From an optimization exercise on the open Yosys and OpenROAD flow, aimed at small area and a short achievable clock period; shortcuts taken in it are not production practice. RTL that was checked went through simulation tests only; none was proved equivalent to the original. Function not checked in runs 1 to 3: the RTL went through the layout flow alone. Power and IR drop assume default switching activity.

[design/flow/design.v]
`default_nettype none
package fetch_pkg;
	localparam int ADDR_WIDTH = 32;
	localparam int BUS_WIDTH = 64;
	localparam int INSN_WIDTH = 32;
	localparam int INSNS_PER_WORD = BUS_WIDTH / INSN_WIDTH;
	localparam int WORD_LSB = 3;
	localparam int FETCH_LIMIT = 8;
	localparam int LGFIFO = 3;
	localparam int LGDEPTH = LGFIFO + 4;
	typedef logic [ADDR_WIDTH-1:0] addr_t;
	typedef logic [BUS_WIDTH-1:0] bus_word_t;
	typedef logic [INSN_WIDTH-1:0] insn_t;
	typedef logic [LGDEPTH:0] depth_t;
	typedef logic [LGDEPTH-1:0] fill_t;
	typedef enum logic [1:0] {
		RESP_OKAY   = 2'b00,
		RESP_EXOKAY = 2'b01,
		RESP_SLVERR = 2'b10,
		RESP_DECERR = 2'b11
	} axi_resp_e;
endpackage
`default_nettype wire
`default_nettype none
module flush_tracker (
	input  logic S_AXI_ACLK,
	input  logic fifo_reset,
	input  logic i_new_pc,
	input  logic i_arvalid,
	input  logic i_arready,
	input  logic i_rvalid,
	output logic o_full_bus,
	output logic o_flush_request,
	output logic o_keep_beat
);
	fetch_pkg::depth_t outstanding;
	fetch_pkg::depth_t out_inc, out_dec;
	fetch_pkg::depth_t base_count, base_less;
	fetch_pkg::depth_t flushcount;
	logic flushing;
	logic ar_hs;
	assign ar_hs = i_arvalid && i_arready;
	assign out_inc = outstanding + 1'b1;
	assign out_dec = outstanding - 1'b1;
	always_ff @(posedge S_AXI_ACLK)
	begin
		if (fifo_reset)
		begin
			outstanding <= '0;
			o_full_bus <= 1'b0;
		end
		else
		begin
			case ({ ar_hs, i_rvalid })
			2'b10:
			begin
				outstanding <= out_inc;
				o_full_bus <= (out_inc >= fetch_pkg::depth_t'((1 << fetch_pkg::LGDEPTH) - 1));
			end
			2'b01:
			begin
				outstanding <= out_dec;
				o_full_bus <= (out_dec >= fetch_pkg::depth_t'((1 << fetch_pkg::LGDEPTH) - 1));
			end
			default:
				o_full_bus <= (outstanding >= fetch_pkg::depth_t'((1 << fetch_pkg::LGDEPTH) - 1));
			endcase
		end
	end
	assign base_count = i_arvalid ? out_inc : outstanding;
	assign base_less = i_arvalid ? outstanding : out_dec;
	always_ff @(posedge S_AXI_ACLK)
	begin
		if (fifo_reset)
		begin
			flushcount <= '0;
			flushing <= 1'b0;
			o_flush_request <= 1'b0;
		end
		else if (i_new_pc)
		begin
			flushcount <= i_rvalid ? base_less : base_count;
			flushing <= i_rvalid ? (base_less != 0) : (base_count != 0);
			o_flush_request <= i_arvalid && !i_arready;
		end
		else
		begin
			if (i_rvalid && flushing)
			begin
				flushcount <= flushcount - 1'b1;
				flushing <= (flushcount != 1);
			end
			if (i_arready)
				o_flush_request <= 1'b0;
		end
	end
	assign o_keep_beat = i_rvalid && !flushing;
endmodule
`default_nettype wire
`default_nettype none
module axil_request (
	input  logic S_AXI_ACLK,
	input  logic fifo_reset,
	input  logic i_new_pc,
	input  fetch_pkg::addr_t i_pc,
	input  fetch_pkg::addr_t i_cur_pc,
	input  logic i_arready,
	input  logic i_full_bus,
	input  logic i_flush_request,
	input  logic i_word_taken,
	input  logic i_out_busy,
	output logic o_arvalid,
	output fetch_pkg::addr_t o_araddr
);
	logic [fetch_pkg::LGFIFO:0] fill;
	logic [fetch_pkg::LGFIFO:0] fill_inc, fill_dec;
	logic [fetch_pkg::LGFIFO+1:0] base_demand;
	logic at_limit;
	logic pending_new_pc;
	logic running;
	logic issue;
	logic count_req;
	assign issue = !o_arvalid || i_arready;
	assign count_req = o_arvalid && i_arready && !i_flush_request;
	assign fill_inc = fill + 1'b1;
	assign fill_dec = fill - 1'b1;
	always_ff @(posedge S_AXI_ACLK)
	begin
		if (fifo_reset || i_new_pc)
			fill <= '0;
		else
		begin
			case ({ count_req, i_word_taken })
			2'b10: fill <= fill_inc;
			2'b01: fill <= fill_dec;
			default: fill <= fill;
			endcase
		end
	end
	assign base_demand = (fetch_pkg::LGFIFO+2)'(fill) + (fetch_pkg::LGFIFO+2)'(o_arvalid);
	assign at_limit = (base_demand >= (fetch_pkg::LGFIFO+2)'(fetch_pkg::FETCH_LIMIT))
		|| (i_out_busy && base_demand == (fetch_pkg::LGFIFO+2)'(fetch_pkg::FETCH_LIMIT - 1));
	always_ff @(posedge S_AXI_ACLK)
	begin
		if (fifo_reset)
			running <= 1'b0;
		else if (i_new_pc)
			running <= 1'b1;
	end
	always_ff @(posedge S_AXI_ACLK)
	begin
		if (fifo_reset)
			o_arvalid <= 1'b0;
		else if (issue)
			o_arvalid <= (i_new_pc || (running && !at_limit)) && !i_full_bus;
	end
	always_ff @(posedge S_AXI_ACLK)
	begin
		if (fifo_reset || issue)
			pending_new_pc <= 1'b0;
		else if (i_new_pc)
			pending_new_pc <= 1'b1;
	end
	always_ff @(posedge S_AXI_ACLK)
	begin
		if (issue)
		begin
			if (i_new_pc)
				o_araddr <= i_pc;
			else if (pending_new_pc)
				o_araddr <= i_cur_pc;
			else if (o_arvalid)
			begin
				o_araddr[fetch_pkg::ADDR_WIDTH-1:fetch_pkg::WORD_LSB]
					<= o_araddr[fetch_pkg::ADDR_WIDTH-1:fetch_pkg::WORD_LSB] + 1'b1;
				o_araddr[fetch_pkg::WORD_LSB-1:0] <= '0;
			end
		end
	end
endmodule
`default_nettype wire
`default_nettype none
module sync_fifo (
	input  logic S_AXI_ACLK,
	input  logic fifo_reset,
	input  logic i_flush,
	input  logic i_wr,
	input  fetch_pkg::bus_word_t i_data,
	input  logic i_err,
	input  logic i_rd,
	output fetch_pkg::bus_word_t o_data,
	output logic o_err,
	output logic o_empty
);
	localparam int DEPTH = 1 << fetch_pkg::LGFIFO;
	fetch_pkg::bus_word_t mem [DEPTH];
	logic [DEPTH-1:0] err_mem;
	logic [DEPTH-1:0] wr_sel;
	logic [fetch_pkg::LGFIFO-1:0] rd_ptr;
	logic [fetch_pkg::LGFIFO-1:0] rd_next;
	logic nonempty;
	logic rd_en;
	assign o_empty = !nonempty;
	assign rd_en = i_rd && nonempty;
	assign rd_next = rd_ptr + 1'b1;
	always_ff @(posedge S_AXI_ACLK)
	begin
		for (int i = 0; i < DEPTH; i++)
		begin
			if (i_wr && wr_sel[i])
			begin
				mem[i] <= i_data;
				err_mem[i] <= i_err;
			end
		end
	end
	always_ff @(posedge S_AXI_ACLK)
	begin
		if (fifo_reset || i_flush)
		begin
			wr_sel <= DEPTH'(1);
			rd_ptr <= '0;
			nonempty <= 1'b0;
		end
		else
		begin
			if (i_wr)
				wr_sel <= { wr_sel[DEPTH-2:0], wr_sel[DEPTH-1] };
			if (rd_en)
				rd_ptr <= rd_next;
			if (i_wr)
				nonempty <= 1'b1;
			else if (rd_en)
				nonempty <= !wr_sel[rd_next];
		end
	end
	assign o_data = mem[rd_ptr];
	assign o_err = err_mem[rd_ptr];
endmodule
`default_nettype wire
`default_nettype none
module insn_unpack (
	input  logic S_AXI_ACLK,
	input  logic fifo_reset,
	input  logic i_new_pc,
	input  fetch_pkg::addr_t i_pc,
	input  logic i_ready,
	input  fetch_pkg::bus_word_t i_data,
	input  logic i_err,
	input  logic i_empty,
	output logic o_fifo_rd,
	output logic o_word_taken,
	output logic o_out_busy,
	output logic o_valid,
	output fetch_pkg::insn_t o_insn,
	output fetch_pkg::addr_t o_pc,
	output logic o_illegal
);
	localparam int W = fetch_pkg::INSN_WIDTH;
	fetch_pkg::bus_word_t swapped;
	fetch_pkg::insn_t out_lo;
	fetch_pkg::insn_t out_hi;
	logic out_two;
	logic shift;
	always_comb
	begin
		for (int lane = 0; lane < fetch_pkg::INSNS_PER_WORD; lane++)
		begin
			for (int b = 0; b < 4; b++)
			begin
				swapped[lane*W + (3-b)*8 +: 8] = i_data[lane*W + b*8 +: 8];
			end
		end
	end
	assign shift = !o_valid && o_pc[fetch_pkg::WORD_LSB-1];
	assign o_fifo_rd = !o_valid || (i_ready && !out_two);
	assign o_word_taken = o_fifo_rd && !i_empty;
	assign o_out_busy = o_valid && (!i_ready || out_two);
	always_ff @(posedge S_AXI_ACLK)
	begin
		if (fifo_reset || i_new_pc)
		begin
			o_valid <= 1'b0;
			out_two <= 1'b0;
		end
		else if (o_fifo_rd)
		begin
			o_valid <= !i_empty;
			out_two <= !i_empty && !shift;
		end
		else if (i_ready)
		begin
			o_valid <= 1'b1;
			out_two <= 1'b0;
		end
	end
	always_ff @(posedge S_AXI_ACLK)
	begin
		if (o_fifo_rd)
			out_hi <= swapped[W +: W];
	end
	always_ff @(posedge S_AXI_ACLK)
	begin
		if (o_fifo_rd)
			out_lo <= shift ? swapped[W +: W] : swapped[0 +: W];
		else if (i_ready)
			out_lo <= out_hi;
	end
	assign o_insn = out_lo;
	always_ff @(posedge S_AXI_ACLK)
	begin
		if (fifo_reset)
			o_pc <= '0;
		else if (i_new_pc)
			o_pc <= i_pc;
		else if (o_valid && i_ready && !o_illegal)
		begin
			o_pc[fetch_pkg::ADDR_WIDTH-1:2] <= o_pc[fetch_pkg::ADDR_WIDTH-1:2] + 1'b1;
			o_pc[1:0] <= 2'b00;
		end
	end
	always_ff @(posedge S_AXI_ACLK)
	begin
		if (fifo_reset || i_new_pc)
			o_illegal <= 1'b0;
		else if (!o_illegal && o_word_taken)
			o_illegal <= i_err;
	end
endmodule
`default_nettype wire
`default_nettype none
module axil_fetch (
	input  logic S_AXI_ACLK,
	input  logic fifo_reset,
	input  logic i_new_pc,
	input  fetch_pkg::addr_t i_pc,
	input  logic i_ready,
	output fetch_pkg::insn_t o_insn,
	output fetch_pkg::addr_t o_pc,
	output logic o_valid,
	output logic o_illegal,
	output logic M_AXI_ARVALID,
	input  logic M_AXI_ARREADY,
	output fetch_pkg::addr_t M_AXI_ARADDR,
	input  logic M_AXI_RVALID,
	output logic M_AXI_RREADY,
	input  fetch_pkg::bus_word_t M_AXI_RDATA,
	input  logic [1:0] M_AXI_RRESP
);
	fetch_pkg::axi_resp_e rresp;
	fetch_pkg::bus_word_t fifo_data;
	logic rd_err;
	logic full_bus;
	logic flush_request;
	logic keep_beat;
	logic fifo_err;
	logic fifo_empty;
	logic fifo_rd;
	logic word_taken;
	logic out_busy;
	assign M_AXI_RREADY = 1'b1;
	assign rresp = fetch_pkg::axi_resp_e'(M_AXI_RRESP);
	assign rd_err = (rresp == fetch_pkg::RESP_SLVERR) || (rresp == fetch_pkg::RESP_DECERR);
	flush_tracker u_flush (
		.S_AXI_ACLK(S_AXI_ACLK), .fifo_reset(fifo_reset), .i_new_pc(i_new_pc),
		.i_arvalid(M_AXI_ARVALID), .i_arready(M_AXI_ARREADY),
		.i_rvalid(M_AXI_RVALID), .o_full_bus(full_bus),
		.o_flush_request(flush_request), .o_keep_beat(keep_beat));
	axil_request u_request (
		.S_AXI_ACLK(S_AXI_ACLK), .fifo_reset(fifo_reset), .i_new_pc(i_new_pc),
		.i_pc(i_pc), .i_cur_pc(o_pc), .i_arready(M_AXI_ARREADY), .i_full_bus(full_bus),
		.i_flush_request(flush_request), .i_word_taken(word_taken),
		.i_out_busy(out_busy), .o_arvalid(M_AXI_ARVALID), .o_araddr(M_AXI_ARADDR));
	sync_fifo u_fifo (
		.S_AXI_ACLK(S_AXI_ACLK), .fifo_reset(fifo_reset), .i_flush(i_new_pc),
		.i_wr(keep_beat), .i_data(M_AXI_RDATA), .i_err(rd_err), .i_rd(fifo_rd),
		.o_data(fifo_data), .o_err(fifo_err), .o_empty(fifo_empty));
	insn_unpack u_unpack (
		.S_AXI_ACLK(S_AXI_ACLK), .fifo_reset(fifo_reset), .i_new_pc(i_new_pc),
		.i_pc(i_pc), .i_ready(i_ready), .i_data(fifo_data), .i_err(fifo_err),
		.i_empty(fifo_empty), .o_fifo_rd(fifo_rd), .o_word_taken(word_taken),
		.o_out_busy(out_busy), .o_valid(o_valid), .o_insn(o_insn), .o_pc(o_pc),
		.o_illegal(o_illegal));
endmodule
`default_nettype wire
[design/flow/run.sh]
#!/bin/bash
# synth_recipe.tcl (not shown) runs the flow's synth.tcl, then flattens the netlist and writes it again
# the make line also repeats each setting of config.mk as NAME=value (left out here)
make -C /OpenROAD-flow-scripts/flow DESIGN_CONFIG=/design/flow/config.mk WORK_HOME=/design/flow/orfs CLKGATE_MAP_FILE= SYNTH_SCRIPT=/design/flow/synth_recipe.tcl finish
[design/flow/config.mk]
export PLATFORM = sky130hd
export DESIGN_NAME = axil_fetch
export DESIGN_NICKNAME = axil_fetch
export VERILOG_FILES = /design/flow/design.v
export SDC_FILE = /design/flow/constraint.sdc
export NUM_CORES = 4
export LEC_CHECK = 0
export CAP_MARGIN = 20
export CORE_MARGIN = 2
export CORE_UTILIZATION = 40
export SLEW_MARGIN = 20
[design/flow/constraint.sdc]
create_clock -name core_clock -period 4.0 [get_ports {S_AXI_ACLK}]
set_input_delay 0.8000 -clock core_clock [delete_from_list [all_inputs] [get_ports {S_AXI_ACLK}]]
set_output_delay 0.8000 -clock core_clock [all_outputs]
set_load 0.01 [all_outputs]
==> flow_summary.json, run 1 <==
{
  "post_synth_inst_count": 1918,
  "vdd_drop_max_uv": 263.5,
  "cts_hold_buf": 0,
  "outcome": "complete, no violations",
  "postLayoutCellArea_um2": 33600,
  "fillers": 5980,
  "cts_buffers": 73,
  "initial_core_util_pct": 40.27,
  "synthFlopType": "edfxtp_1",
  "finalSetupTns_ns": 0,
  "setup_viol_count_final": 0,
  "yosys_warnings": 5,
  "final_antenna_net_count": 0,
  "ys_types": 72,
  "row_count": 97,
  "fin_skew_ns": 0.02802,
  "clkTransAtPathRegs_ns": 0.06,
  "routabilityCongestion": 0.8293,
  "root_buffer": "clkbuf_16",
  "postCtsSetupBuffers": 0,
  "final-hold-violation-count": 0,
  "min_path_type": "in -> reg",
  "drtPass1Iterations": 8,
  "hpwl_um": 41830,
  "power_mw": 16.12,
  "slew_headroom_pct": 31.15,
  "grt_start_max_net_pins": 66,
  "grt_overflow": 0,
  "end_kind": "flip-flop",
  "drtIter0Drc": 1743,
  "wl_per_cell_um": 23.20,
  "maxCapViolations": 0,
  "die_area_um2": 72390,
  "cts_tree": "built",
  "crit_type": "reg -> reg",
  "max_freq_mhz": 330.6,
  "power_leakage_nw": 10.87,
  "fp.dieW_um": 269.1,
  "min_period_ns": 3.025,
  "top_level_ports": 204,
  "yosysSeqAreaShare_pct": 71.02,
  "synth_nets": 2044,
  "clock-sinks": 689,
  "grt_pass1_vias": 17430,
  "synth-seq-cells": 689,
  "crit_fanout": 64,
  "min_period_over_period_pct": 75.63,
  "drc": 0,
  "drive_gt1_share_pct": 13.25,
  "wl_um": 72270,
  "placed_cell_area_um2": 31350,
  "die-height_um": 269.1,
  "power.density_nw_per_um2": 479.8,
  "vias": 17450,
  "avgSynthCellArea_um2": 14.65,
  "finalMaxSlewViolations": 0,
  "grt_pass1_wl_um": 107000,
  "htree_levels": 3,
  "tightestPinTransition_ns": 1.033,
  "cp.required_ns": 4.49,
  "ff2ff_setup_slack_ns": 0.97,
  "antenna_found_initial": 13,
  "coreArea_um2": 69790,
  "worst_skew_pair.late_latency_ns": 0.63,
  "nets": 2242,
  "track_usage_pct": 19.72,
  "cts-resized-gates": 0,
  "max-clock-path-buffers": 3,
  "arrival_ns": 3.51,
  "rsz0062_at_grt": "false",
  "cp-start-kind": "flip-flop",
  "synth_edf_count": 616,
  "portBuffers": 201,
  "vias_per_cell": 5.601,
  "async_reset_ff_share_pct": 0,
  "synthToLayoutAreaGrowth_pct": 19.56,
  "synthesis.area_um2": 28100
}
-- state kept, by name (all words and copies together) (netlist names) --
name / count
u_fifo.err_mem: 8
u_fifo.mem: 512
u_unpack.out_lo: 32
u_flush.flushcount: 8
u_unpack.out_two: 1
u_flush.outstanding: 8
u_fifo.nonempty: 1
u_unpack.o_pc: 32
u_request.o_arvalid: 1
u_request.running: 1
u_fifo.rd_ptr: 3
u_unpack.out_hi: 32
u_flush.o_flush_request: 1
u_request.pending_new_pc: 1
u_request.o_araddr: 32
u_fifo.wr_sel: 8
u_flush.o_full_bus: 1
u_request.fill: 4
u_unpack.o_illegal: 1
u_unpack.o_valid: 1
u_flush.flushing: 1
-- worst paths after layout --
kind                                         start                   to  depth (start not counted)
worst max-delay path              u_fifo.rd_ptr[0]   u_unpack.out_lo[1]                          6
worst min-delay path                    fifo_reset     u_unpack.o_pc[1]                          2
worst max register to register    u_fifo.rd_ptr[0]   u_unpack.out_lo[1]                          6
worst min register to register  u_flush.o_full_bus  u_request.o_arvalid                          1
-- cells in the final DEF, fill, tap and decap left out, types with 11 or more instances in the layout --
| cell type | count |
|---|---|
| ha_1 | 17 |
| nor3_1 | 19 |
| xor2_1 | 37 |
| mux2_2 | 85 |
| a211oi_1 | 13 |
| clkinv_2 | 16 |
| a21oi_1 | 59 |
| clkbuf_1 | 18 |
| a22oi_1 | 20 |
| a221o_1 | 22 |
| nand2b_1 | 11 |
| buf_12 | 14 |
| nor2_1 | 108 |
| clkinv_1 | 18 |
| nor4_1 | 11 |
| o221a_2 | 12 |
| a41oi_1 | 52 |
| edfxtp_1 | 616 |
| a222oi_1 | 63 |
| xnor2_1 | 42 |
| clkbuf_16 | 73 |
| buf_4 | 36 |
| inv_1 | 33 |
| dfxtp_1 | 72 |
| clkdlybuf4s50_1 | 199 |
| nand4_1 | 40 |
| o21ai_0 | 21 |
| nor2b_1 | 24 |
| o21a_1 | 19 |
| nand3_1 | 32 |
| nand2_1 | 186 |
| a22o_1 | 21 |
-- cell families after synthesis --
kind of cell | after synthesis | share of synthesized area [%]
muxes | 99 | 4.083
adders and majority gates | 22 | 1.006
and+or+nand+nor | 492 | 8.517
AOI/OAI and AO/OA | 368 | 10.47
other | 1 | 0.01334
buffers and inverters | 168 | 2.431
xor gates and xnor gates | 79 | 2.462
DFF | 689 | 71.02
-- worst max-delay path: stages (launching register included) --
cell      delay, ns
dfxtp_1        0.60
ha_1           0.28
ha_2           0.19
buf_4          0.78
a222oi_1       0.27
a41oi_1        0.54
a221o_1        0.23
-- power by group --
| group | total, mW | internal (mW) | switching (mW) |
|---|---|---|---|
| Combinational | 1.38 | 0.641 | 0.742 |
| Sequential | 8.36 | 8.14 | 0.221 |
| Clock | 6.37 | 3.57 | 2.80 |
| Total | 16.1 | 12.4 | 3.77 |
-- synthesized netlist by cell type (22+ instances only) --
| cell | n | area, um^2 |
|---|---|---|
| edfxtp_1 | 616 | 18500 |
| nand2_1 | 188 | 705.7 |
| nor2_1 | 108 | 405.4 |
| clkbuf_1 | 85 | 319.1 |
| mux2_2 | 85 | 957.2 |
| dfxtp_1 | 73 | 1461 |
| a222oi_1 | 63 | 630.6 |
| a21oi_1 | 59 | 295.3 |
| a41oi_1 | 52 | 455.4 |
| xnor2_1 | 42 | 367.9 |
| inv_1 | 41 | 153.9 |
| nand4_1 | 40 | 250.2 |
| xor2_1 | 37 | 324.1 |
| nand3_1 | 32 | 160.2 |
| buf_2 | 28 | 140.1 |
| nor2b_1 | 26 | 162.7 |
| a221o_1 | 22 | 220.2 |
-- through the flow --
step	instances	setup WS (ns)	hold WS, ns	utilization [%]
after floorplan	1918	0.5530	0.4049	-
after detailed placement	2981	0.5499	0.4361	44.93
after global placement	2981	0.5622	0.4121	44.93
final	3115	0.9750	0.4155	48.15
after global routing	3115	0.6984	0.4017	48.15
after CTS	3113	0.9532	0.3849	48.14
-- layout make-up --
type | count | area [um^2] | share of cell area [%]
clock inverters | 39 | 322.8 | 0.9607
inverters | 41 | 161.4 | 0.4804
diodes | 2 | 5.005 | 0.01489
flip-flops and latches | 689 | 19960 | 59.41
repair buffers | 250 | 2547 | 7.581
clock buffers | 93 | 1922 | 5.720
multi-input cells | 1061 | 7503 | 22.33
well taps | 940 | 1176 | 3.500
-- metal layers --
metal  vias to the layer above  share of wire (%)  GRT usage, %
li1                       7923                  -             -
met2                       587                 49         33.04
met3                       105                7.0         4.155
met1                      8812                 42         25.77
met4                        20                1.9         5.976
met5                         -               0.19             0
==> inputs of run 2 (changes only) <==
--- a/design/flow/config.mk
+++ b/design/flow/config.mk
@@ -5,7 +5,9 @@
 export SDC_FILE = /design/flow/constraint.sdc
 export NUM_CORES = 4
 export LEC_CHECK = 0
+export ABC_CLOCK_PERIOD_IN_PS = 2000
 export CAP_MARGIN = 20
 export CORE_MARGIN = 2
 export CORE_UTILIZATION = 40
+export SETUP_SLACK_MARGIN = 1.8
 export SLEW_MARGIN = 20
==> run 2 against run 1 <==
  * Core utilization is 2.6 points higher
  * Global-route usage is 1.6 points higher
  * Worst setup slack better by 0.64 ns
  * Highest routed layer unchanged
==> flow_summary.json, run 2 <==
{
  "highest_layer": "met5",
  "min_path_type": "reg -> reg",
  "max_stage_delay_ns": 0.38,
  "rsz0062_at_grt": "true",
  "cp_slowest_cell": "dfxtp_4",
  "power_mw": 16.13,
  "cts_tree": "built",
  "nets": 2330,
  "hold_end": "u_request.o_arvalid",
  "synthTopCellsByArea": "edfxtp_1 66%, dfxtp_1 5.2%, mux2_2 3.4%",
  "min_period_over_period_pct": 59.66,
  "final_cell_mix": "616 x edfxtp_1, 179 x nand2_1, 97 x clkdlybuf4s50_1, 86 x dlygate4sd2_1",
  "vias_per_cell": 5.669,
  "r2r_end": "u_unpack.out_lo[7]",
  "synth_top_family_by_area": "compound AO/OA/AOI/OAI gates",
  "synth_fa_ha_area_share_pct": 1.006,
  "holdWs_ns": 0.4098,
  "power.density_nw_per_um2": 455.5,
  "drive_gt1_share_pct": 21.81,
  "wl_met1_um": 32300,
  "min_period_ns": 2.387,
  "max_freq_mhz": 419.0,
  "synthesis.area_um2": 28100,
  "final_common_cell": "edfxtp_1",
  "crit_fanout": 5,
  "route.met2.wl_um": 38510,
  "drc": 0,
  "worstPathCellList": "ha_4, ha_4, buf_12, buf_16, buf_4, a222oi_1, a41oi_4, a221o_1",
  "synthToLayoutAreaGrowth_pct": 25.97,
  "routabilityCongestion": 0.8081,
  "clkTransAtPathRegs_ns": 0.06,
  "die_area_um2": 72390,
  "cts_buffers": 71,
  "final_antenna_net_count": 0,
  "root_buffer": "clkbuf_16",
  "clock-sinks": 689,
  "drtPass1Iterations": 9,
  "synth-compound-area-share_pct": 10.47,
  "end_kind": "flip-flop",
  "vias": 18160,
  "slew_headroom_pct": 32.16,
  "yosysTopAreaCell": "edfxtp_1",
  "fp.dieW_um": 269.1,
  "largest_reg_flops": 512,
  "grt_overflow": 0,
  "cp-start-kind": "flip-flop",
  "grt_pass1_wl_um": 114300,
  "grt_start_max_net_pins": 66,
  "drtIter0Drc": 1726,
  "yosys.area.top_type_share_pct": 65.82,
  "cp.required_ns": 4.36,
  "arrival_ns": 2.75,
  "synth_edf_count": 616,
  "ff2ff_setup_slack_ns": 1.61,
  "multi_input_area_um2": 8130,
  "final-hold-violation-count": 0,
  "yosys.area_share.simple_pct": 8.517,
  "worst_skew_pair.late_latency_ns": 0.62,
  "coreArea_um2": 69790,
  "wl_um": 78820,
  "crit_start": "u_fifo.rd_ptr[1]",
  "timing.critical_path.mode_cell": "ha_4",
  "seq_area_um2": 20020,
  "portBuffers": 201,
  "min_delay_path_depth": 1,
  "power_leakage_nw": 11.75,
  "setup_viol_count_final": 0,
  "maxCapViolations": 0,
  "rr_worst_depth": 8,
  "tightestPinTransition_ns": 1.018,
  "finalSetupTns_ns": 0,
  "row_count": 97,
  "crit_type": "reg -> reg",
  "synth_mux_area_share_pct": 4.083,
  "wl_per_cell_um": 24.60,
  "antenna_found_initial": 12,
  "synthXorXnorAreaFrac_pct": 2.462,
  "ys_types": 72,
  "crit_family": "compound AO/OA/AOI/OAI gates",
  "vdd_drop_max_uv": 244.8,
  "r2r-start": "u_fifo.rd_ptr[1]",
  "htree_levels": 3,
  "grt_pass1_vias": 18000,
  "yosysSeqAreaShare_pct": 71.02,
  "min_from": "u_flush.o_full_bus",
  "synth-seq-cells": 689,
  "top_level_ports": 204,
  "yosys_warnings": 5,
  "max-clock-path-buffers": 3,
  "avgSynthCellArea_um2": 14.65,
  "finalMaxSlewViolations": 0,
  "hpwl_um": 42140,
  "initial_core_util_pct": 40.27,
  "cts_hold_buf": 0,
  "async_reset_ff_share_pct": 0,
  "met3WireLength_um": 5917,
  "die-height_um": 269.1,
  "synthFlopType": "edfxtp_1",
  "synth_nets": 2044,
  "post_synth_inst_count": 1918,
  "top_register": "u_fifo.mem",
  "fin_skew_ns": 0.02378,
  "yosysMostFrequentCell": "edfxtp_1",
  "fillers": 5788,
  "track_usage_pct": 21.35,
  "outcome": "complete, no violations",
  "synthTopCellsByCount": "616 x edfxtp_1, 188 x nand2_1, 108 x nor2_1",
  "worst-path-buf-inv": 3
}
[run 2: layout make-up]
cell class	instances	share of cell area, %
clock inverter	33	0.7917
antenna	4	0.02827
tap	940	3.322
clock buffer	96	5.340
timing repair buffer	338	10.46
sequential	689	56.55
inverter	41	0.5372
multi-input combinational	1063	22.97
[run 2: power by group]
group	switching (mW)	leakage (nW)	internal (mW)	total [mW]
Clock	2.73	1.06	3.54	6.27
Sequential	0.201	6.32	8.15	8.35
Combinational	0.829	4.36	0.682	1.51
[run 2: what timing repair did]
item                                    CTS  global route
pin swaps                                62            33
setup buffers                            60            18
gates cloned                             16             0
endpoints found under the setup margin  403           417
resized for setup                       253            52
[run 2: cells by family after synthesis]
| family | Yosys count |
|---|---|
| DFF | 689 |
| adders and majority gates | 22 |
| AOI/OAI and AO/OA | 368 |
| xor gates and xnor gates | 79 |
| and+or+nand+nor | 492 |
| other | 1 |
| muxes | 99 |
| buffers and inverters | 168 |
[run 2: layer usage]
layer / global-route usage (%) / vias to the layer above
li1: - / 8130
met5: 0 / -
met1: 27.61 / 9184
met2: 35.80 / 688
met3: 4.712 / 142
met4: 6.862 / 18
[run 2: per-stage QoR]
stage               util (%)  setup slack, ns  area, um^2  std cells
finish                 50.73            1.613       35400       3204
floorplan                  -            1.353       28440       1918
global route           50.72            1.518       35400       3202
CTS                    50.23            1.647       35050       3182
detailed placement     45.07           0.8408       31450       2977
global placement       45.07           0.8248       31450       2977
[run 2: worst max-delay path by stage]
| stage | end | slack, ns | cells after the start |
|---|---|---|---|
| after floorplan | u_request.fill[3] | 1.35 | 13 |
| after global placement | u_request.fill[3] | 0.82 | 12 |
| after detailed placement | u_request.fill[3] | 0.84 | 12 |
| after CTS | u_unpack.out_lo[28] | 1.65 | 8 |
| after global routing | u_unpack.out_lo[10] | 1.52 | 8 |
| final | u_unpack.out_lo[7] | 1.61 | 8 |
==> inputs of run 3 (changes only) <==
--- a/design/flow/design.v
+++ b/design/flow/design.v
@@ -187,29 +187,32 @@
 	input  logic i_wr,
 	input  fetch_pkg::bus_word_t i_data,
 	input  logic i_err,
-	input  logic i_rd,
-	output fetch_pkg::bus_word_t o_data,
+	input  logic i_take,
+	input  logic i_step,
+	input  logic i_lane_hi,
+	output fetch_pkg::insn_t o_lane,
 	output logic o_err,
 	output logic o_empty
 );
 	localparam int DEPTH = 1 << fetch_pkg::LGFIFO;
-	fetch_pkg::bus_word_t mem [DEPTH];
+	localparam int W = fetch_pkg::INSN_WIDTH;
+	fetch_pkg::insn_t mem [2*DEPTH];
 	logic [DEPTH-1:0] err_mem;
 	logic [DEPTH-1:0] wr_sel;
-	logic [fetch_pkg::LGFIFO-1:0] rd_ptr;
-	logic [fetch_pkg::LGFIFO-1:0] rd_next;
+	logic [DEPTH-1:0] rd_sel;
+	logic [DEPTH-1:0] rd_next;
 	logic nonempty;
-	logic rd_en;
+	logic [2*DEPTH-1:0] lane_sel;
 	assign o_empty = !nonempty;
-	assign rd_en = i_rd && nonempty;
-	assign rd_next = rd_ptr + 1'b1;
+	assign rd_next = { rd_sel[DEPTH-2:0], rd_sel[DEPTH-1] };
 	always_ff @(posedge S_AXI_ACLK)
 	begin
 		for (int i = 0; i < DEPTH; i++)
 		begin
 			if (i_wr && wr_sel[i])
 			begin
-				mem[i] <= i_data;
+				mem[2*i] <= i_data[0 +: W];
+				mem[2*i+1] <= i_data[W +: W];
 				err_mem[i] <= i_err;
 			end
 		end
@@ -219,23 +222,33 @@
 		if (fifo_reset || i_flush)
 		begin
 			wr_sel <= DEPTH'(1);
-			rd_ptr <= '0;
+			rd_sel <= DEPTH'(1);
 			nonempty <= 1'b0;
 		end
 		else
 		begin
 			if (i_wr)
 				wr_sel <= { wr_sel[DEPTH-2:0], wr_sel[DEPTH-1] };
-			if (rd_en)
-				rd_ptr <= rd_next;
+			if (i_step)
+				rd_sel <= rd_next;
 			if (i_wr)
 				nonempty <= 1'b1;
-			else if (rd_en)
-				nonempty <= !wr_sel[rd_next];
+			else if (i_take)
+				nonempty <= !(|(wr_sel & rd_next));
+		end
+	end
+	always_comb
+	begin
+		for (int i = 0; i < DEPTH; i++)
+		begin
+			lane_sel[2*i] = rd_sel[i] && !i_lane_hi;
+			lane_sel[2*i+1] = rd_sel[i] && i_lane_hi;
 		end
+		o_lane = '0;
+		for (int j = 0; j < 2*DEPTH; j++)
+			o_lane = o_lane | ({ W{lane_sel[j]} } & mem[j]);
+		o_err = |(rd_sel & err_mem);
 	end
-	assign o_data = mem[rd_ptr];
-	assign o_err = err_mem[rd_ptr];
 endmodule
 `default_nettype wire
 `default_nettype none
@@ -245,37 +258,33 @@
 	input  logic i_new_pc,
 	input  fetch_pkg::addr_t i_pc,
 	input  logic i_ready,
-	input  fetch_pkg::bus_word_t i_data,
+	input  fetch_pkg::insn_t i_lane,
 	input  logic i_err,
 	input  logic i_empty,
-	output logic o_fifo_rd,
 	output logic o_word_taken,
+	output logic o_step,
+	output logic o_lane_hi,
 	output logic o_out_busy,
 	output logic o_valid,
 	output fetch_pkg::insn_t o_insn,
 	output fetch_pkg::addr_t o_pc,
 	output logic o_illegal
 );
-	localparam int W = fetch_pkg::INSN_WIDTH;
-	fetch_pkg::bus_word_t swapped;
-	fetch_pkg::insn_t out_lo;
-	fetch_pkg::insn_t out_hi;
+	fetch_pkg::insn_t swapped;
 	logic out_two;
 	logic shift;
+	logic fifo_rd;
 	always_comb
 	begin
-		for (int lane = 0; lane < fetch_pkg::INSNS_PER_WORD; lane++)
-		begin
-			for (int b = 0; b < 4; b++)
-			begin
-				swapped[lane*W + (3-b)*8 +: 8] = i_data[lane*W + b*8 +: 8];
-			end
-		end
+		for (int b = 0; b < 4; b++)
+			swapped[(3-b)*8 +: 8] = i_lane[b*8 +: 8];
 	end
 	assign shift = !o_valid && o_pc[fetch_pkg::WORD_LSB-1];
-	assign o_fifo_rd = !o_valid || (i_ready && !out_two);
-	assign o_word_taken = o_fifo_rd && !i_empty;
+	assign fifo_rd = !o_valid || (i_ready && !out_two);
+	assign o_word_taken = fifo_rd && !i_empty;
 	assign o_out_busy = o_valid && (!i_ready || out_two);
+	assign o_lane_hi = out_two || shift;
+	assign o_step = (o_word_taken && shift) || (i_ready && out_two);
 	always_ff @(posedge S_AXI_ACLK)
 	begin
 		if (fifo_reset || i_new_pc)
@@ -283,7 +292,7 @@
 			o_valid <= 1'b0;
 			out_two <= 1'b0;
 		end
-		else if (o_fifo_rd)
+		else if (fifo_rd)
 		begin
 			o_valid <= !i_empty;
 			out_two <= !i_empty && !shift;
@@ -296,19 +305,11 @@
 	end
 	always_ff @(posedge S_AXI_ACLK)
 	begin
-		if (o_fifo_rd)
-			out_hi <= swapped[W +: W];
+		if (!o_valid || i_ready)
+			o_insn <= swapped;
 	end
 	always_ff @(posedge S_AXI_ACLK)
 	begin
-		if (o_fifo_rd)
-			out_lo <= shift ? swapped[W +: W] : swapped[0 +: W];
-		else if (i_ready)
-			out_lo <= out_hi;
-	end
-	assign o_insn = out_lo;
-	always_ff @(posedge S_AXI_ACLK)
-	begin
 		if (fifo_reset)
 			o_pc <= '0;
 		else if (i_new_pc)
@@ -348,14 +349,15 @@
 	input  logic [1:0] M_AXI_RRESP
 );
 	fetch_pkg::axi_resp_e rresp;
-	fetch_pkg::bus_word_t fifo_data;
+	fetch_pkg::insn_t fifo_lane;
+	logic fifo_step;
+	logic lane_hi;
 	logic rd_err;
 	logic full_bus;
 	logic flush_request;
 	logic keep_beat;
 	logic fifo_err;
 	logic fifo_empty;
-	logic fifo_rd;
 	logic word_taken;
 	logic out_busy;
 	assign M_AXI_RREADY = 1'b1;
@@ -373,12 +375,13 @@
 		.i_out_busy(out_busy), .o_arvalid(M_AXI_ARVALID), .o_araddr(M_AXI_ARADDR));
 	sync_fifo u_fifo (
 		.S_AXI_ACLK(S_AXI_ACLK), .fifo_reset(fifo_reset), .i_flush(i_new_pc),
-		.i_wr(keep_beat), .i_data(M_AXI_RDATA), .i_err(rd_err), .i_rd(fifo_rd),
-		.o_data(fifo_data), .o_err(fifo_err), .o_empty(fifo_empty));
+		.i_wr(keep_beat), .i_data(M_AXI_RDATA), .i_err(rd_err), .i_take(word_taken),
+		.i_step(fifo_step), .i_lane_hi(lane_hi),
+		.o_lane(fifo_lane), .o_err(fifo_err), .o_empty(fifo_empty));
 	insn_unpack u_unpack (
 		.S_AXI_ACLK(S_AXI_ACLK), .fifo_reset(fifo_reset), .i_new_pc(i_new_pc),
-		.i_pc(i_pc), .i_ready(i_ready), .i_data(fifo_data), .i_err(fifo_err),
-		.i_empty(fifo_empty), .o_fifo_rd(fifo_rd), .o_word_taken(word_taken),
+		.i_pc(i_pc), .i_ready(i_ready), .i_lane(fifo_lane), .i_err(fifo_err),
+		.i_empty(fifo_empty), .o_word_taken(word_taken), .o_step(fifo_step), .o_lane_hi(lane_hi),
 		.o_out_busy(out_busy), .o_valid(o_valid), .o_insn(o_insn), .o_pc(o_pc),
 		.o_illegal(o_illegal));
 endmodule
--- a/design/flow/config.mk
+++ b/design/flow/config.mk
@@ -9,5 +9,5 @@
 export CAP_MARGIN = 20
 export CORE_MARGIN = 2
 export CORE_UTILIZATION = 40
-export SETUP_SLACK_MARGIN = 1.8
+export SETUP_SLACK_MARGIN = 2.0
 export SLEW_MARGIN = 20
==> run 3 against run 2 <==
  * Still clean
  * Core utilization up 0.48 points
  * Area after synthesis down 4.3%
  * Hold slack better by 0.075 ns
  * Combinational power up 6%
  * Total power down 0.96%
  * First-iteration DRC count down 2.6%
  * Largest cell class unchanged
  * Largest power group unchanged
==> flow_summary.json, run 3 <==
{
  "post_synth_inst_count": 1822,
  "yosys.area.top_type_share_pct": 65.24,
  "root_buffer": "clkbuf_16",
  "synth_nets": 1942,
  "setup_viol_count_final": 0,
  "final_cells": 3097,
  "wl_um": 77250,
  "worstPathCellList": "clkinvlp_4, buf_12, buf_12, nand2_8, buf_4, mux2_2, a222oi_1, nand2_1",
  "fin_skew_ns": 0.04059,
  "final-hold-violation-count": 0,
  "clkTransAtPathRegs_ns": 0.06,
  "largest_reg_flops": 512,
  "drive_gt1_share_pct": 28.94,
  "synthesis.area_um2": 26880,
  "slew_headroom_pct": 51.43,
  "p_seq_share_pct": 49.7,
  "worst_skew_pair.late_latency_ns": 0.63,
  "yosysMostFrequentCell": "edfxtp_1",
  "synth_edf_count": 584,
  "rsz0062_at_grt": "true",
  "yosysTopAreaCell": "edfxtp_1",
  "timing.critical_path.mode_cell": "buf_12",
  "power.density_nw_per_um2": 466.9,
  "arrival_ns": 2.44,
  "max_freq_mhz": 473.3,
  "drc": 0,
  "synthTopCellsByCount": "584 x edfxtp_1, 106 x nand2_1, 105 x mux2_2",
  "swShare_pct": 23.50,
  "cp-start-kind": "flip-flop",
  "maxCapViolations": 0,
  "placed_cell_area_um2": 30100,
  "p_int_mw": 12.22,
  "dp_slack_ns": 0.7975,
  "die_area_um2": 69300,
  "portBuffers": 201,
  "top_level_ports": 204,
  "setup_ws_ns": 1.887,
  "final_cell_mix": "584 x edfxtp_1, 121 x buf_4, 97 x clkdlybuf4s50_1, 96 x nand2_1, 92 x mux2_2",
  "min_path_type": "reg -> reg",
  "avgSynthCellArea_um2": 14.75,
  "grt_pass1_wl_um": 112800,
  "rr_worst_depth": 8,
  "max_stage_delay_ns": 0.39,
  "initial_core_util_pct": 40.24,
  "synthToLayoutAreaGrowth_pct": 27.25,
  "seq_area_um2": 19240,
  "ys_types": 75,
  "yosysSeqAreaShare_pct": 71.04,
  "vdd_drop_max_uv": 350.6,
  "nets": 2284,
  "power_leakage_nw": 11.56,
  "finalMaxSlewViolations": 0,
  "grt_overflow": 0,
  "p_comb_share_pct": 10.0,
  "crit_type": "reg -> reg",
  "track_usage_pct": 21.57,
  "tightestPinTransition_ns": 0.7260,
  "clkPwrFrac_pct": 40.3,
  "final_antenna_net_count": 0,
  "routabilityCongestion": 0.9145,
  "finalSetupTns_ns": 0,
  "grt_pass1_vias": 17680,
  "vias": 17900,
  "synthTopCellsByArea": "edfxtp_1 65%, dfxtp_1 5.8%, mux2_2 4.4%",
  "top_register": "u_fifo.mem",
  "crit_fanout": 6,
  "row_count": 95,
  "cts_buffers": 71,
  "r2r-start": "u_unpack.out_two",
  "drtIter0Drc": 1681,
  "cts_tree": "built",
  "coreArea_um2": 66800,
  "wl_per_cell_um": 24.94,
  "htree_levels": 3,
  "crit_start": "u_unpack.out_two",
  "r2r_end": "u_unpack.o_insn[18]",
  "cp-endpoint": "u_unpack.o_insn[18]",
  "synthFlopType": "edfxtp_1",
  "holdWs_ns": 0.4850,
  "final_common_cell": "edfxtp_1",
  "cp_slowest_cell": "a222oi_1",
  "min_period_over_period_pct": 52.83,
  "min_delay_path_depth": 2,
  "synth-seq-cells": 662,
  "cts_hold_buf": 0,
  "end_kind": "flip-flop",
  "min_period_ns": 2.113,
  "die-height_um": 263.2,
  "grt_start_max_net_pins": 43,
  "power_mw": 15.97,
  "vias_per_cell": 5.781,
  "power_switching_mw": 3.754,
  "placedCellCount": 2818,
  "cp.required_ns": 4.33,
  "drtPass1Iterations": 5,
  "hpwl_um": 40980,
  "clock-sinks": 662,
  "fp.dieW_um": 263.2,
  "fillers": 5543,
  "ff2ff_setup_slack_ns": 1.89,
  "antenna_found_initial": 13,
  "postLayoutCellArea_um2": 34210,
  "outcome": "complete, no violations",
  "async_reset_ff_share_pct": 0,
  "max-clock-path-buffers": 3,
  "yosys_warnings": 5,
  "finalCoreUtilization_pct": 51.21,
  "multi_input_area_um2": 7787
}
-- run 3: changes by cell type after synthesis, moves of 15 or more --
| cell | delta |
|---|---|
| edfxtp_1 | -32 |
| a41oi_1 | -51 |
| nand3_1 | +41 |
| a22o_1 | -15 |
| mux2_2 | +20 |
| nor2b_1 | -23 |
| o21a_1 | -16 |
| a22oi_1 | +66 |
| nor2_1 | -24 |
| nand2_1 | -82 |
-- run 3: cell type report --
class                           count  area share [%]
Sequential cell                   662           56.24
Tap cell                          873           3.193
Inverter                           36          0.5377
Clock buffer                       89           5.600
Clock inverter                     42           1.156
Antenna cell                        2         0.01463
Timing Repair Buffer              379           10.49
Multi-Input combinational cell   1014           22.77
-- run 3: worst min-delay path by stage --
stage	start	endpoint	slack (ns)
final	u_fifo.wr_sel[6]	u_fifo.wr_sel[6]	0.49
after global routing	u_fifo.wr_sel[5]	u_fifo.wr_sel[5]	0.50
after CTS	u_fifo.wr_sel[6]	u_fifo.wr_sel[6]	0.48
after detailed placement	u_request.running	u_request.running	0.46
after global placement	u_request.running	u_request.running	0.47
after floorplan	u_request.running	u_request.running	0.43
-- run 3: worst max-delay path: cells and delay by family, from the launching register on --
kind | cells | cell delay, ns
AO/OA/AOI/OAI | 1 | 0.39
buffers and inverters | 4 | 0.55
flip-flops | 1 | 0.37
multiplexers | 1 | 0.32
AND/OR/NAND/NOR | 2 | 0.22
-- run 3: kinds of logic (layout without fill, tap and decap cells) --
logic type               count (synthesis)  after routing  synth area share (%)
XOR/XNOR                                79             79                 2.574
flip-flops                             662            662                 71.04
AO/OA/AOI/OAI                          364            364                 10.11
other                                    1              3               0.01395
buffers and inverters                  156            546                 2.360
AND/OR/NAND/NOR                        415            425                 7.833
adder cells (fa/ha/maj)                 16             16                0.7726
multiplexers                           129            129                 5.292
-- run 3: metal layers --
layer / share of wire (%) / vias to the layer above / routed length (um) / global-route usage (%)
li1: - / 7914 / - / -
met1: 41 / 8982 / 31470 / 28.05
met2: 48 / 843 / 37290 / 36.59
met3: 8.2 / 145 / 6349 / 4.406
met4: 2.6 / 20 / 2007 / 6.224
met5: 0.17 / - / 133 / 0
-- run 3: power by group through the flow --
stage / Clock, mW / Sequential (mW) / Combinational, mW
after floorplan: 0 / 8.08 / 0.721
after global placement: 0 / 8.11 / 1.31
after detailed placement: 0 / 8.12 / 1.33
after CTS: 6.56 / 7.93 / 1.51
after global routing: 6.82 / 7.95 / 1.72
final: 6.44 / 7.93 / 1.60
-- run 3: repair_timing --
action / CTS / global route
endpoints found under the setup margin: 713 / 100
pin swaps: 29 / 42
gates resized for setup: 542 / 81
buffers inserted: 100 / 26
gates cloned: 16 / 4
==> inputs of run 4 (changes only) <==
--- a/design/flow/design.v
+++ b/design/flow/design.v
@@ -120,6 +120,7 @@
 	logic running;
 	logic issue;
 	logic count_req;
+	fetch_pkg::addr_t next_araddr;
 	assign issue = !o_arvalid || i_arready;
 	assign count_req = o_arvalid && i_arready && !i_flush_request;
 	assign fill_inc = fill + 1'b1;
@@ -161,21 +162,24 @@
 		else if (i_new_pc)
 			pending_new_pc <= 1'b1;
 	end
+	always_comb
+	begin
+		if (i_new_pc)
+			next_araddr = i_pc;
+		else if (pending_new_pc)
+			next_araddr = i_cur_pc;
+		else if (o_arvalid)
+			next_araddr = { o_araddr[fetch_pkg::ADDR_WIDTH-1:fetch_pkg::WORD_LSB] + 1'b1,
+				fetch_pkg::WORD_LSB'(0) };
+		else
+			next_araddr = o_araddr;
+	end
 	always_ff @(posedge S_AXI_ACLK)
 	begin
-		if (issue)
-		begin
-			if (i_new_pc)
-				o_araddr <= i_pc;
-			else if (pending_new_pc)
-				o_araddr <= i_cur_pc;
-			else if (o_arvalid)
-			begin
-				o_araddr[fetch_pkg::ADDR_WIDTH-1:fetch_pkg::WORD_LSB]
-					<= o_araddr[fetch_pkg::ADDR_WIDTH-1:fetch_pkg::WORD_LSB] + 1'b1;
-				o_araddr[fetch_pkg::WORD_LSB-1:0] <= '0;
-			end
-		end
+		if (fifo_reset)
+			o_araddr <= '0;
+		else if (issue)
+			o_araddr <= next_araddr;
 	end
 endmodule
 `default_nettype wire
@@ -189,7 +193,7 @@
 	input  logic i_err,
 	input  logic i_take,
 	input  logic i_step,
-	input  logic i_lane_hi,
+	input  logic i_lane_hi_next,
 	output fetch_pkg::insn_t o_lane,
 	output logic o_err,
 	output logic o_empty
@@ -199,11 +203,17 @@
 	fetch_pkg::insn_t mem [2*DEPTH];
 	logic [DEPTH-1:0] err_mem;
 	logic [DEPTH-1:0] wr_sel;
+	logic [2*DEPTH-1:0] lane_sel;
 	logic [DEPTH-1:0] rd_sel;
 	logic [DEPTH-1:0] rd_next;
+	logic [DEPTH-1:0] rd_sel_next;
 	logic nonempty;
-	logic [2*DEPTH-1:0] lane_sel;
 	assign o_empty = !nonempty;
+	always_comb
+	begin
+		for (int i = 0; i < DEPTH; i++)
+			rd_sel[i] = lane_sel[2*i] || lane_sel[2*i+1];
+	end
 	assign rd_next = { rd_sel[DEPTH-2:0], rd_sel[DEPTH-1] };
 	always_ff @(posedge S_AXI_ACLK)
 	begin
@@ -222,15 +232,12 @@
 		if (fifo_reset || i_flush)
 		begin
 			wr_sel <= DEPTH'(1);
-			rd_sel <= DEPTH'(1);
 			nonempty <= 1'b0;
 		end
 		else
 		begin
 			if (i_wr)
 				wr_sel <= { wr_sel[DEPTH-2:0], wr_sel[DEPTH-1] };
-			if (i_step)
-				rd_sel <= rd_next;
 			if (i_wr)
 				nonempty <= 1'b1;
 			else if (i_take)
@@ -239,11 +246,23 @@
 	end
 	always_comb
 	begin
+		if (fifo_reset || i_flush)
+			rd_sel_next = DEPTH'(1);
+		else if (i_step)
+			rd_sel_next = rd_next;
+		else
+			rd_sel_next = rd_sel;
+	end
+	always_ff @(posedge S_AXI_ACLK)
+	begin
 		for (int i = 0; i < DEPTH; i++)
 		begin
-			lane_sel[2*i] = rd_sel[i] && !i_lane_hi;
-			lane_sel[2*i+1] = rd_sel[i] && i_lane_hi;
+			lane_sel[2*i] <= rd_sel_next[i] && !i_lane_hi_next;
+			lane_sel[2*i+1] <= rd_sel_next[i] && i_lane_hi_next;
 		end
+	end
+	always_comb
+	begin
 		o_lane = '0;
 		for (int j = 0; j < 2*DEPTH; j++)
 			o_lane = o_lane | ({ W{lane_sel[j]} } & mem[j]);
@@ -263,7 +282,7 @@
 	input  logic i_empty,
 	output logic o_word_taken,
 	output logic o_step,
-	output logic o_lane_hi,
+	output logic o_lane_hi_next,
 	output logic o_out_busy,
 	output logic o_valid,
 	output fetch_pkg::insn_t o_insn,
@@ -274,6 +293,10 @@
 	logic out_two;
 	logic shift;
 	logic fifo_rd;
+	logic insn_load;
+	logic valid_next;
+	logic two_next;
+	logic pc2_next;
 	always_comb
 	begin
 		for (int b = 0; b < 4; b++)
@@ -283,29 +306,50 @@
 	assign fifo_rd = !o_valid || (i_ready && !out_two);
 	assign o_word_taken = fifo_rd && !i_empty;
 	assign o_out_busy = o_valid && (!i_ready || out_two);
-	assign o_lane_hi = out_two || shift;
 	assign o_step = (o_word_taken && shift) || (i_ready && out_two);
-	always_ff @(posedge S_AXI_ACLK)
+	always_comb
 	begin
+		valid_next = o_valid;
+		two_next = out_two;
 		if (fifo_reset || i_new_pc)
 		begin
-			o_valid <= 1'b0;
-			out_two <= 1'b0;
+			valid_next = 1'b0;
+			two_next = 1'b0;
 		end
 		else if (fifo_rd)
 		begin
-			o_valid <= !i_empty;
-			out_two <= !i_empty && !shift;
+			valid_next = !i_empty;
+			two_next = !i_empty && !shift;
 		end
 		else if (i_ready)
 		begin
-			o_valid <= 1'b1;
-			out_two <= 1'b0;
+			valid_next = 1'b1;
+			two_next = 1'b0;
 		end
 	end
 	always_ff @(posedge S_AXI_ACLK)
 	begin
-		if (!o_valid || i_ready)
+		o_valid <= valid_next;
+		out_two <= two_next;
+	end
+	always_comb
+	begin
+		if (fifo_reset)
+			pc2_next = 1'b0;
+		else if (i_new_pc)
+			pc2_next = i_pc[2];
+		else if (o_valid && i_ready && !o_illegal)
+			pc2_next = !o_pc[2];
+		else
+			pc2_next = o_pc[2];
+	end
+	assign o_lane_hi_next = two_next || (!valid_next && pc2_next);
+	assign insn_load = !o_valid || i_ready;
+	always_ff @(posedge S_AXI_ACLK)
+	begin
+		if (fifo_reset)
+			o_insn <= '0;
+		else if (insn_load)
 			o_insn <= swapped;
 	end
 	always_ff @(posedge S_AXI_ACLK)
@@ -351,7 +395,7 @@
 	fetch_pkg::axi_resp_e rresp;
 	fetch_pkg::insn_t fifo_lane;
 	logic fifo_step;
-	logic lane_hi;
+	logic lane_hi_next;
 	logic rd_err;
 	logic full_bus;
 	logic flush_request;
@@ -376,12 +420,12 @@
 	sync_fifo u_fifo (
 		.S_AXI_ACLK(S_AXI_ACLK), .fifo_reset(fifo_reset), .i_flush(i_new_pc),
 		.i_wr(keep_beat), .i_data(M_AXI_RDATA), .i_err(rd_err), .i_take(word_taken),
-		.i_step(fifo_step), .i_lane_hi(lane_hi),
+		.i_step(fifo_step), .i_lane_hi_next(lane_hi_next),
 		.o_lane(fifo_lane), .o_err(fifo_err), .o_empty(fifo_empty));
 	insn_unpack u_unpack (
 		.S_AXI_ACLK(S_AXI_ACLK), .fifo_reset(fifo_reset), .i_new_pc(i_new_pc),
 		.i_pc(i_pc), .i_ready(i_ready), .i_lane(fifo_lane), .i_err(fifo_err),
-		.i_empty(fifo_empty), .o_word_taken(word_taken), .o_step(fifo_step), .o_lane_hi(lane_hi),
+		.i_empty(fifo_empty), .o_word_taken(word_taken), .o_step(fifo_step), .o_lane_hi_next(lane_hi_next),
 		.o_out_busy(out_busy), .o_valid(o_valid), .o_insn(o_insn), .o_pc(o_pc),
 		.o_illegal(o_illegal));
 endmodule
==> design/flow/config.mk (replaced) <==
export PLATFORM = sky130hd
export DESIGN_NAME = axil_fetch
export DESIGN_NICKNAME = axil_fetch
export VERILOG_FILES = /design/flow/design.v
export SDC_FILE = /design/flow/constraint.sdc
export NUM_CORES = 4
export LEC_CHECK = 0
export ABC_CLOCK_PERIOD_IN_PS = 1800
export CAP_MARGIN = 20
export CORE_MARGIN = 2
export CORE_UTILIZATION = 40
export SETUP_SLACK_MARGIN = 2.2
export SLEW_MARGIN = 20
==> run 4 against run 3 <==
  * Area after synthesis is 2.1% lower
  * First-iteration DRC count is 32% higher
  * Clock-buffer cell count is 8 higher
  * Sequential share of layout area is 3.2 points lower
  * Die area is 2.0% lower
  * Flip-flop and latch count is 8 higher
  * Design area is 4.4% higher
  * Non-clock buffer count is 75 higher
  * Largest power group unchanged
  * Worst setup slack better by 0.021 ns
  * Combinational power is 5% higher
==> flow_summary.json, run 4 <==
{
  "outcome": "complete, no violations",
  "power.density_nw_per_um2": 454.8,
  "yosys_warnings": 5,
  "fillers": 5248,
  "die_area_um2": 67880,
  "yosysSeqAreaShare_pct": 70.72,
  "crit_fanout": 3,
  "power_leakage_nw": 12.22,
  "wl_per_cell_um": 26.44,
  "vias_per_cell": 6.011,
  "route.met2.wl_um": 40430,
  "synthTopCellsByArea": "edfxtp_1 59%, dfxtp_1 11%, a22oi_1 4.8%",
  "row_count": 94,
  "synth_edf_count": 520,
  "min_path_type": "reg -> reg",
  "grt_overflow": 0,
  "grt_pass1_vias": 18730,
  "fin_skew_ns": 0.04437,
  "cts_hold_buf": 0,
  "initial_core_util_pct": 40.18,
  "drc": 0,
  "highest_layer": "met5",
  "synthTopCellsByCount": "520 x edfxtp_1, 167 x a22oi_1, 150 x dfxtp_1",
  "min_period_ns": 2.092,
  "synthesis.area_um2": 26330,
  "maxCapViolations": 0,
  "synthToLayoutAreaGrowth_pct": 35.65,
  "top_register": "u_fifo.mem",
  "drtPass1Iterations": 8,
  "yosysMostFrequentCell": "edfxtp_1",
  "fp.dieW_um": 260.5,
  "cts_buffers": 70,
  "portBuffers": 201,
  "final-hold-violation-count": 0,
  "top_level_ports": 204,
  "wl_um": 85200,
  "track_usage_pct": 24.34,
  "grt_start_max_net_pins": 48,
  "p_comb_share_pct": 10.3,
  "antenna_found_initial": 5,
  "avgSynthCellArea_um2": 13.83,
  "yosysTopAreaCell": "edfxtp_1",
  "slew_headroom_pct": 35.96,
  "multi_input_area_um2": 8279,
  "wl_met1_um": 34080,
  "met3WireLength_um": 7746,
  "post_synth_inst_count": 1903,
  "arrival_ns": 2.61,
  "drive_gt1_share_pct": 32.53,
  "cts_tree": "built",
  "synthFlopType": "edfxtp_1",
  "clock-sinks": 670,
  "finalSetupTns_ns": 0,
  "async_reset_ff_share_pct": 0,
  "clkPwrFrac_pct": 41.2,
  "final_antenna_net_count": 0,
  "hpwl_um": 43770,
  "holdWs_ns": 0.4868,
  "cp.required_ns": 4.52,
  "largest_reg_flops": 512,
  "yosys.area.top_type_share_pct": 59.32,
  "synth-seq-cells": 670,
  "max-clock-path-buffers": 3,
  "setup_viol_count_final": 0,
  "clkTransAtPathRegs_ns": 0.06,
  "cp-start-kind": "flip-flop",
  "routabilityCongestion": 0.8806,
  "finalMaxSlewViolations": 0,
  "min_period_over_period_pct": 52.29,
  "crit_type": "reg -> reg",
  "max_freq_mhz": 478.1,
  "drtIter0Drc": 2216,
  "p_seq_share_pct": 48.5,
  "root_buffer": "clkbuf_16",
  "vias": 19370,
  "p_int_mw": 12.37,
  "vdd_drop_max_uv": 391.2,
  "synth_nets": 2023,
  "end_kind": "flip-flop",
  "htree_levels": 3,
  "worst_skew_pair.late_latency_ns": 0.63,
  "final_common_cell": "edfxtp_1",
  "ys_types": 80,
  "rsz0062_at_grt": "true",
  "power_switching_mw": 3.873,
  "tightestPinTransition_ns": 0.9605,
  "seq_area_um2": 18950,
  "die-height_um": 260.5,
  "coreArea_um2": 65510,
  "final_cell_mix": "520 x edfxtp_1, 176 x buf_4, 167 x a22oi_1, 124 x nor2_1, 119 x buf_6",
  "grt_pass1_wl_um": 122600,
  "swShare_pct": 23.85,
  "nets": 2421
}
[run 4: cell types whose count changed after synthesis, moves of 21 or more]
| cell | previous run | this run |
|---|---|---|
| clkbuf_1 | 81 | 116 |
| a22o_1 | 6 | 29 |
| dfxtp_1 | 78 | 150 |
| nand2_1 | 106 | 76 |
| a22oi_1 | 86 | 167 |
| nor2_1 | 84 | 129 |
| mux2_2 | 105 | 4 |
| a2111oi_0 | 0 | 30 |
| a221oi_1 | 11 | 32 |
| edfxtp_1 | 584 | 520 |
| a222oi_1 | 63 | 32 |
| o21ai_0 | 30 | 60 |
[run 4: per-stage QoR]
step,instances,util [%],setup WS (ns),instance area [um^2],power [mW]
global placement,2881,45.69,0.7828,29930,9.290
floorplan,1903,-,1.617,27070,8.748
global route,3222,54.51,1.867,35710,16.77
CTS,3159,53.13,1.915,34810,16.20
finish,3223,54.51,1.908,35710,16.24
detailed placement,2881,45.69,0.7626,29930,9.323
[run 4: cells by family after synthesis]
group                    Yosys count  share of synthesized area, %
buffers and inverters            158                         2.462
flip-flops                       670                         70.72
AND/OR/NAND/NOR                  462                         8.774
multiplexers                      17                        0.6654
adder cells (fa/ha/maj)           16                        0.7890
AO/OA/AOI/OAI                    518                         14.54
other                              1                       0.01424
XOR/XNOR                          61                         2.029
[run 4: final timing paths]
| check | end | cells past startpoint | slack [ns] | startpoint |
|---|---|---|---|---|
| worst max-delay path | u_request.o_araddr[31] | 5 | 1.91 | u_request.o_araddr[19] |
| worst min-delay path | u_flush.flushcount[4] | 2 | 0.49 | u_flush.flushcount[4] |
| worst max register to register | u_request.o_araddr[31] | 5 | 1.91 | u_request.o_araddr[19] |
| worst min register to register | u_flush.flushcount[4] | 2 | 0.49 | u_flush.flushcount[4] |
[run 4: timing repair]
item / CTS / global route
pin swaps: 24 / 46
buffers inserted: 136 / 62
resized for setup: 773 / 98
endpoints found under the setup margin: 756 / 584
cloned: 13 / 1
[run 4: layer usage]
layer	up-vias	global-route usage, %
li1	8401	-
met1	9731	33.10
met2	1045	39.38
met3	189	4.536
met4	6	8.159
met5	-	0
[run 4: power by group through the flow]
stage	Combinational (mW)	Clock [mW]	Sequential, mW
floorplan	0.751	0	8.00
global placement	1.22	0	8.07
detailed placement	1.25	0	8.08
CTS	1.54	6.78	7.88
global route	1.80	7.07	7.90
finish	1.68	6.69	7.88
[run 4: layout make-up]
| type | count | share of cell area (%) |
|---|---|---|
| Clock buffer | 97 | 5.473 |
| Inverter | 25 | 0.3959 |
| Multi-Input combinational cell | 1079 | 23.18 |
| Clock inverter | 32 | 1.247 |
| Antenna cell | 1 | 0.007007 |
| Sequential cell | 670 | 53.07 |
| Timing Repair inverter | 1 | 0.02102 |
| Timing Repair Buffer | 454 | 13.57 |
| Tap cell | 864 | 3.027 |
[run 4: worst max-delay path, cell delays in order, from the launching register on]
cell and delay, ns:
dfxtp_2 0.36, nand3_4 0.08, or4_4 0.55, or4_4 0.45, or4_4 0.42, a41oi_2 0.14
==> inputs of run 5 (changes only) <==
--- a/design/flow/config.mk
+++ b/design/flow/config.mk
@@ -8,6 +8,7 @@
 export ABC_CLOCK_PERIOD_IN_PS = 1800
 export CAP_MARGIN = 20
 export CORE_MARGIN = 2
-export CORE_UTILIZATION = 40
+export CORE_UTILIZATION = 55
+export PLACE_DENSITY = 0.7
 export SETUP_SLACK_MARGIN = 2.2
 export SLEW_MARGIN = 20
==> run 5 against run 4 <==
  * Still clean
  * Critical path depth is the same
  * Register-to-register slack lost 0.06 ns
  * Clock-buffer cell count is the same
  * Design area shrank 1.7%
  * Highest routed layer unchanged
==> flow_summary.json, run 5 <==
{
  "outcome": "complete, no violations",
  "yosys_warnings": 5,
  "finalMaxSlewViolations": 0,
  "holdWs_ns": 0.4745,
  "antenna_found_initial": 9,
  "min_period_over_period_pct": 53.76,
  "die_area_um2": 49630,
  "crit_type": "reg -> reg",
  "synthFlopType": "edfxtp_1",
  "p_comb_share_pct": 11.0,
  "power.density_nw_per_um2": 448.3,
  "post_synth_inst_count": 1903,
  "setup_viol_count_final": 0,
  "grt_overflow": 0,
  "cts_hold_buf": 0,
  "final_cell_mix": "520 x edfxtp_1, 172 x buf_4, 167 x a22oi_1, 127 x buf_6, 125 x nor2_1",
  "power_leakage_nw": 12.09,
  "portBuffers": 201,
  "postLayoutCellArea_um2": 35100,
  "min_delay_path_depth": 2,
  "max_freq_mhz": 465.0,
  "vias": 19690,
  "r2r-start": "u_request.o_araddr[16]",
  "synthTopCellsByCount": "520 x edfxtp_1, 167 x a22oi_1, 150 x dfxtp_1",
  "grt_pass1_wl_um": 117100,
  "final_antenna_net_count": 0,
  "max-clock-path-buffers": 3,
  "coreArea_um2": 47450,
  "finalSetupTns_ns": 0,
  "drc": 0,
  "rsz0062_at_grt": "true",
  "maxCapViolations": 0,
  "routabilityCongestion": 0.8831,
  "yosysSeqAreaShare_pct": 70.72,
  "hold_end": "u_request.running",
  "p_int_mw": 12.04,
  "final-hold-violation-count": 0,
  "drive_gt1_share_pct": 32.41,
  "cp.required_ns": 4.52,
  "power_switching_mw": 3.699,
  "clkTransAtPathRegs_ns": 0.07,
  "cts_tree": "built",
  "yosysTopAreaCell": "edfxtp_1",
  "p_seq_share_pct": 50.1,
  "arrival_ns": 2.67,
  "wl_um": 82070,
  "rr_worst_depth": 5,
  "synth-seq-cells": 670,
  "row_count": 80,
  "hpwl_um": 41080,
  "initial_core_util_pct": 55.49,
  "final_cells": 2966,
  "synth_nets": 2023,
  "tightestPinTransition_ns": 0.7200,
  "root_buffer": "clkbuf_16",
  "worst_skew_pair.late_latency_ns": 0.62,
  "avgSynthCellArea_um2": 13.83,
  "grt_start_max_net_pins": 81,
  "clock-sinks": 670,
  "drtPass1Iterations": 8,
  "slew_headroom_pct": 52.00,
  "min_path_type": "reg -> reg",
  "ff2ff_setup_slack_ns": 1.85,
  "htree_levels": 3,
  "cp-start-kind": "flip-flop",
  "clkPwrFrac_pct": 39.0,
  "cts_buffers": 66,
  "r2r_end": "u_request.o_araddr[29]",
  "vias_per_cell": 6.637,
  "top_register": "u_fifo.mem",
  "grt_pass1_vias": 18820,
  "fillers": 2918,
  "top_level_ports": 204,
  "crit_fanout": 4,
  "synthTopCellsByArea": "edfxtp_1 59%, dfxtp_1 11%, a22oi_1 4.8%",
  "drtIter0Drc": 2757,
  "nets": 2414,
  "vdd_drop_max_uv": 395.4,
  "fp.dieW_um": 222.8,
  "final_common_cell": "edfxtp_1",
  "placed_cell_area_um2": 29600,
  "fin_skew_ns": 0.02833,
  "wl_per_cell_um": 27.67,
  "crit_start": "u_request.o_araddr[16]",
  "async_reset_ff_share_pct": 0,
  "track_usage_pct": 31.48,
  "largest_reg_flops": 512,
  "ys_types": 80,
  "die-height_um": 222.8,
  "min_period_ns": 2.151,
  "yosys.area.top_type_share_pct": 59.32,
  "yosysMostFrequentCell": "edfxtp_1",
  "synthesis.area_um2": 26330,
  "swShare_pct": 23.50,
  "synth_edf_count": 520,
  "min_from": "u_request.running",
  "end_kind": "flip-flop",
  "synthToLayoutAreaGrowth_pct": 33.34,
  "placedCellCount": 2631
}
run 5: cell counts after synthesis:
No cell type changed its count.
run 5: worst max-delay path by stage:
| stage | slack, ns | cells past startpoint | endpoint |
|---|---|---|---|
| finish | 1.85 | 5 | u_request.o_araddr[29] |
| global route | 1.82 | 5 | u_request.o_araddr[29] |
| CTS | 1.87 | 5 | u_request.o_araddr[29] |
| detailed placement | 0.88 | 5 | u_unpack.o_pc[11] |
| global placement | 0.93 | 5 | u_unpack.o_pc[11] |
| floorplan | 1.62 | 4 | u_fifo.err_mem[0] |
run 5: metal layers:
metal | track usage, % | up-vias | wire length [um]
met5 | 0 | - | 67
met1 | 42.88 | 9680 | 30760
met3 | 6.480 | 224 | 9001
li1 | - | 8413 | -
met4 | 12.15 | 10 | 2976
met2 | 50.20 | 1359 | 39260
run 5: layout make-up:
type	instances	area (um^2)	area share (%)
clock buffer	97	1859	5.297
inverter	25	135.1	0.3850
clock inverter	25	257.7	0.7343
antenna	3	7.507	0.02139
timing repair buffer	452	4738	13.50
multi-input combinational	1079	8384	23.89
tap	615	769.5	2.192
sequential	670	18950	53.99
run 5: power groups by stage:
stage	Combinational [mW]	Sequential, mW	Clock [mW]
2_1_floorplan	0.751	8.00	0
3_3_place_gp	1.22	8.05	0
3_5_place_dp	1.24	8.07	0
4_1_cts	1.54	7.87	6.17
5_1_grt	1.83	7.89	6.44
6_report	1.72	7.88	6.14
run 5: through the flow:
step / total power [mW] / worst slack (ns) / util, %
detailed placement: 9.304 / 0.8844 / 62.39
floorplan: 8.748 / 1.617 / -
CTS: 15.58 / 1.873 / 71.26
global placement: 9.270 / 0.9259 / 62.39
global route: 16.16 / 1.818 / 73.98
finish: 15.74 / 1.849 / 73.98
run 5: logic make-up (layout without fill, tap and decap cells):
family                     after synthesis  after routing  synth area share [%]
and+or+nand+nor                        462            464                 8.774
AOI/OAI and AO/OA                      518            520                 14.54
muxes                                   17             17                0.6654
xor gates and xnor gates                61             61                 2.029
buffers and inverters                  158            599                 2.462
adders and majority gates               16             16                0.7890
other                                    1              4               0.01424
DFF                                    670            670                 70.72
run 5: what timing repair did:
action                     4_1_cts  5_1_grt
pin swaps                       30       55
gates cloned                     8        5
gates resized for setup        752      134
setup endpoints to repair      749      398
setup buffers                  135       62
run 5: critical path, stage by stage, from the launching register on:
cell,delay [ns]
dfxtp_2,0.36
nand2_4,0.10
or4_4,0.54
or4_4,0.45
or4_4,0.45
a31oi_4,0.16

-- re-timing with driven ports --
The flow's constraints put no driver on any port. The routed layouts listed below were extracted and timed again, unchanged, in two steps. Step 1 (the two cells are an assumption about what drives the block):
set clk [get_ports {S_AXI_ACLK}]
set_driving_cell -lib_cell sky130_fd_sc_hd__clkbuf_16 $clk
set_driving_cell -lib_cell sky130_fd_sc_hd__buf_2 [delete_from_list [all_inputs] $clk]
Step 2 adds t to the input delays and takes it off the output delays; t is the mean of the earliest and latest rising clock arrival at the registers after step 1. Input paths then give back, and output paths get back, about the clock's delay inside the block. Slacks: no drivers / after step 1 / after step 2; pairs: no drivers / after step 1.
run	t, ns	setup WS [ns]	latest minus earliest clock arrival (ns)	worst data-port slew with drivers (ns)	pins driven straight from the clock port
run 1	0.675	0.975 / 0.975 / 0.456	0.030 / 0.029	0.13	1
run 2	0.669	1.613 / 1.613 / 1.268	0.032 / 0.032	0.13	1
run 3	0.669	1.887 / 1.837 / 1.304	0.040 / 0.040	0.13	1
run 4	0.675	1.908 / 1.896 / 1.329	0.047 / 0.046	0.15	1
run 5	0.664	1.849 / 1.818 / 1.393	0.029 / 0.030	0.13	1
After both steps setup and hold are still met in every run listed. The setup slack of run 3, which loses most, moves by -0.050 ns with the drivers and by -0.583 ns with both steps.
